Background: an optimization exercise with open tools, aiming at small area, a short achievable clock period and few clock cycles. Do not read the settings as production practice.
Where RTL was checked, it was by simulation tests only, not by an equivalence proof against the original.
Power figures rest on the tool's default switching activity, not on a simulated workload.

old:
==> flow/design.v (excerpt) <==
module equity_top
(
	input  logic               clock,
	input  logic               rst_n,
	input  logic               awvalid,
	output logic               awready,
	input  logic [5-1:0] awaddr,
	input  logic               wvalid,
	output logic               wready,
	input  logic [32-1:0] wdata,
	output logic               bvalid,
	input  logic               bready,
	output logic [1:0]         bresp,
	input  logic               arvalid,
	output logic               arready,
	input  logic [5-1:0] araddr,
	output logic               rvalid,
	input  logic               rready,
	output logic [32-1:0] rdata,
	output logic [1:0]         rresp
);
	logic                          go;
	logic                          err;
	logic                          fin;
	logic                          fin_bad;
	logic                          first;
	logic [32-1:0]            hole_word;
	logic [32-1:0]            flop_word;
	logic [4*13-1:0]         base0;
	logic [4*13-1:0]         base1;
	logic [1:0]                    cand;
	logic [1:0]                    k4;
	logic [1:0]                    k5;
	logic [7:0]                    fmax;
	logic                          same;
	logic [2-1:0]           pv;
	logic [2-1:0]           eqab;
	logic [6*2-1:0]         fcmp;
	logic [13*2-1:0]  one;
	logic [5*2-1:0]         live_a;
	logic [5*2-1:0]         live_b;
	logic [14*2-1:0]        strength;
	logic [10-1:0]             win_count;
	logic [10-1:0]             nl_count;
	logic                          fin1;      
	logic                          fin_bad1;
	always_ff @(posedge clock)
	begin
		if (!rst_n)
			fin1 <= 1'b0;
		else
			fin1 <= fin;
		fin_bad1 <= fin_bad;
	end
	equity_regs i_regs
	(
		.clock     (clock),
		.rst_n     (rst_n),
		.awvalid   (awvalid),
		.awready   (awready),
		.awaddr    (awaddr),
		.wvalid    (wvalid),
		.wready    (wready),
		.wdata     (wdata),
		.bvalid    (bvalid),
		.bready    (bready),
		.bresp     (bresp),
		.arvalid   (arvalid),
		.arready   (arready),
		.araddr    (araddr),
		.rvalid    (rvalid),
		.rready    (rready),
		.rdata     (rdata),
		.rresp     (rresp),
		.fin       (fin1),
		.fin_bad   (fin_bad1),
		.win_count (win_count),
		.nl_count  (nl_count),
		.go        (go),
		.err       (err),
		.hole_word (hole_word),
		.flop_word (flop_word)
	);
	board_enumerator i_enum (.*);
	for (genvar l = 0; l < 2; l++)
  ...
Size: roughly 4900 cells after synthesis, ~90 I/O pins, roughly 33000 um^2 of cells after synthesis.
==> flow/config.mk <==
export PLATFORM = sky130hd
export DESIGN_NAME = equity_top
export DESIGN_NICKNAME = equity_top
export VERILOG_FILES = /design/flow/design.v
export SDC_FILE = /design/flow/constraint.sdc
export NUM_CORES = 4
export LEC_CHECK = 0
export ABC_AREA = 1
export CAP_MARGIN = 20
export CORE_MARGIN = 2
export CORE_UTILIZATION = 45
export SLEW_MARGIN = 20
==> flow/constraint.sdc <==
create_clock -name core_clock -period 12.5 [get_ports {clock}]
set_input_delay 2.5000 -clock core_clock [delete_from_list [all_inputs] [get_ports {clock}]]
set_output_delay 2.5000 -clock core_clock [all_outputs]
set_load 0.01 [all_outputs]
standard.sh (not shown) runs the stock make flow with config.mk's settings and CLKGATE_MAP_FILE= SYNTH_SCRIPT=/design/flow/synth_recipe.tcl, a recipe that flattens the netlist after the stock synthesis.
==> flow/flow/run.sh <==
#!/bin/bash
# Standard layout, with timing repair aimed well below the clock period
cp standard.sh standard_sh_copy.log
export SETUP_SLACK_MARGIN=8.8
bash standard.sh > standard.log 2>&1
Testbench counts of old, summed over its fixed seeds: cycles 6,144.
--- input diff old..new ---
--- a/flow/design.v
+++ b/flow/design.v
@@ -244,21 +244,21 @@
 		end
 		top16 = any4[3] ? {2'd3, t4[3]} : any4[2] ? {2'd2, t4[2]} : any4[1] ? {2'd1, t4[1]} : {2'd0, t4[0]};
 	endfunction
 	always_comb
 	begin
 		logic [6:0]          in_a;
 		logic [13-1:0] fl;
 		logic [13-1:0] m0;
 		logic [13-1:0] m1;
 		for (int i = 0; i < 7; i++)
-			in_a[i] = |(sh[i] & ge3[0]);
+			in_a[i] = |(sh[i] & ge3_n[0]);
 		for (int r = 0; r < 13; r++)
 		begin
 			fl[r] = (oh[4][r] && in_a[4]) || (oh[5][r] && in_a[5]) || (oh[6][r] && in_a[6]);
 			m0[r] = fl[r] || (oh[0][r] && in_a[0]) || (oh[1][r] && in_a[1]);
 			m1[r] = fl[r] || (oh[2][r] && in_a[2]) || (oh[3][r] && in_a[3]);
 		end
 		fm_n[0] = top16(16'(m0));
 		fm_n[1] = top16(16'(m1));
 	end
 	always_ff @(posedge clock)
@@ -338,26 +338,26 @@
 			begin
 				run[l] <= 1'b0;
 				pv[l]  <= 1'b0;
 			end
 			else
 			begin
 				if (go)
 					run[l] <= 1'b1;
 				else if (lane_fin[l])
 					run[l] <= 1'b0;
-				pv[l] <= run[l];
+				pv[l] <= go || run[l];
 			end
 		end
 		always_ff @(posedge clock)
 		begin
-			if (!run[l] || lane_fin[l])
+			if ((!run[l] && !go) || lane_fin[l])
 			begin
 				a[4*l +: 4] <= A0;
 				b[4*l +: 4] <= A0;
 			end
 			else if (lb == TOP)
 			begin
 				a[4*l +: 4] <= la + 4'd1;
 				b[4*l +: 4] <= la + 4'd1;
 			end
 			else
@@ -373,21 +373,21 @@
 			fcmp[6*l +: 6] <= {m0_gt && g0b, m0_eq || (!g0b && !g1b),
 				m0_gt && g0a, m0_eq || (!g0a && !g1a), m0_gt, m0_eq};
 		end
 	end
 	always_ff @(posedge clock)
 	begin
 		if (!rst_n)
 			fin <= 1'b0;
 		else
 			fin <= lane_fin[0];
-		first   <= run[0] && a[3:0] == 4'd0 && b[3:0] == 4'd0;
+		first   <= go;
 		fin_bad <= cfg_bad || dup_seen || dup_a[0];
 	end
 	always_ff @(posedge clock)
 	begin
 		if (!rst_n || go)
 			dup_seen <= 1'b0;
 		else
 			dup_seen <= dup_seen || (run[0] && dup_a[0]) || (run[1] && dup_a[1]);
 	end
 endmodule
@@ -527,21 +527,21 @@
 	localparam int C_NN = 0;
 	localparam int C_NA = 1;
 	localparam int C_NB = 2;
 	localparam int C_AN = 3;
 	localparam int C_AA = 4;
 	localparam int C_AB = 5;
 	localparam int C_BN = 6;
 	localparam int C_BA = 7;
 	localparam int C_BB = 8;
 	logic        v1;
-	logic [13:0] nf1;
+	logic [3:0]  nf1;     
 	logic [4:0]  w_nn1;
 	logic [1:0]  w_na1, w_nb1, w_an1, w_bn1;
 	logic [3:0]  w_x1;    
 	logic [5:0]  fcmp1;   
 	logic [4:0]  w_nn;
 	logic [1:0]  w_na, w_nb, w_an, w_bn;
 	logic [3:0]  w_x;
 	logic [13:0] win_n;
 	logic [13:0] nl_n;
 	always_ff @(posedge clock)
@@ -589,64 +589,68 @@
 		end
 		else
 		begin
 			w_na = '0;
 			w_nb = '0;
 			w_an = 2'(na & {3{aa}});
 			w_bn = 2'(na & {3{ba}});
 			w_x  = {1'b0, 1'b0, aa && ba, 1'b0};
 		end
 	end
-	always_ff @(posedge clock)
-	begin
-		nf1     <= strength;
-		w_nn1   <= w_nn;
-		w_na1   <= w_na;
-		w_nb1   <= w_nb;
-		w_an1   <= w_an;
-		w_bn1   <= w_bn;
-		w_x1    <= w_x;
-		fcmp1   <= fcmp;
-		win_part <= win_n;
-		nl_part  <= nl_n;
-	end
 	function automatic logic [1:0] cmp7(input logic [6:0] x, input logic [6:0] y);
 		logic [6:0] g, e;
 		logic       gt;
 		g  = x & ~y;
 		e  = ~(x ^ y);
 		gt = 1'b0;
 		for (int i = 0; i < 7; i++)
 		begin
 			logic t;
 			t = g[i];
 			for (int j = i + 1; j < 7; j++)
 				t = t && e[j];
 			gt = gt || t;
 		end
 		cmp7 = {gt, &e};
 	endfunction
+	logic [3:0] nf;
+	always_comb
+	begin
+		logic [6:0] s0, s1;
+		s0 = strength[6:0];
+		s1 = strength[13:7];
+		nf[1:0] = {!(s1[6] && s1[5]), !(s0[6] && s0[5])};
+		nf[3:2] = cmp7(s0, s1);
+	end
+	always_ff @(posedge clock)
+	begin
+		nf1     <= nf;
+		w_nn1   <= w_nn;
+		w_na1   <= w_na;
+		w_nb1   <= w_nb;
+		w_an1   <= w_an;
+		w_bn1   <= w_bn;
+		w_x1    <= w_x;
+		fcmp1   <= fcmp;
+		win_part <= win_n;
+		nl_part  <= nl_n;
+	end
 	logic [8:0] win_c;
 	logic [8:0] nl_c;
 	always_comb
 	begin
-		logic [6:0] s0, s1;
 		logic       lo0, lo1, gt, eq;
 		logic       in0a, in0b, in1a, in1b;
 		logic [1:0] c0, c1;
 		logic       f0, f1, fl0, fl1;
 		logic       win, tie;
-		s0  = nf1[6:0];
-		s1  = nf1[13:7];
-		lo0 = !(s0[6] && s0[5]);  
-		lo1 = !(s1[6] && s1[5]);
-		{gt, eq} = cmp7(s0, s1);
+		{gt, eq, lo1, lo0} = nf1;
 		for (int ta = 0; ta < 3; ta++)
 			for (int tb = 0; tb < 3; tb++)
 			begin
 				in0a = ta == T_A;
 				in0b = tb == T_A;
 				in1a = (ta == T_A && same) || ta == T_B;
 				in1b = (tb == T_A && same) || tb == T_B;
 				c0 = 2'(in0a) + 2'(in0b);
 				c1 = 2'(in1a) + 2'(in1b);
 				f0 = cand[0] && (k5[0] || (k4[0] && c0 != 2'd0) || c0 == 2'd2);
new finished every stage and its layout cleared the timing, DRC and antenna checks.
In new the proportion of power drawn by the clock network turned out 1.3 points lower than in old.
Diff new and old: leakage power lower in new
The switching power as a share of total power of new exceeds that of old by 0.23 points.
In the reports, the flip-flop count of new falls short of that of old.
Timing-limited maximum frequency ended up about 2.7% lower on new than on old.
Against old, the final cell area of new is lower.
new and old ended up with nearly the same post-layout instance count excluding filler cells.
For new, only the layout was checked, not whether the RTL still works.

[separate check: timing with driven ports]
The flow's constraints put no driver on any port. The routed layouts listed below were extracted and timed again, unchanged, in two steps. Step 1 (the two cells are an assumption about what drives the block):
set clk [get_ports {clock}]
set_driving_cell -lib_cell sky130_fd_sc_hd__clkbuf_16 $clk
set_driving_cell -lib_cell sky130_fd_sc_hd__buf_2 [delete_from_list [all_inputs] $clk]
Step 2 times the ports against the registers' clock, not the clock port: input delays grow and output delays shrink by t, the midpoint of the rising clock arrivals with the driver on. Slacks: ideal ports / drivers / drivers and shift; pairs: ideal ports / drivers.
| run | t (ns) | setup WS [ns] | worst setup path after step 2 | slew at the worst register clock pin (ns) | cell pins on the clock port's net |
|---|---|---|---|---|---|
| old | 0.684 | 8.777 / 8.708 / 8.232 | input to register | 0.07 / 0.07 | 1 |
| new | 0.675 | 8.675 / 8.607 / 8.201 | input to register | 0.07 / 0.07 | 1 |
After both steps setup and hold are still met in every run listed. The setup slack of old, which loses most, moves by -0.069 ns with the drivers and by -0.545 ns with both steps.
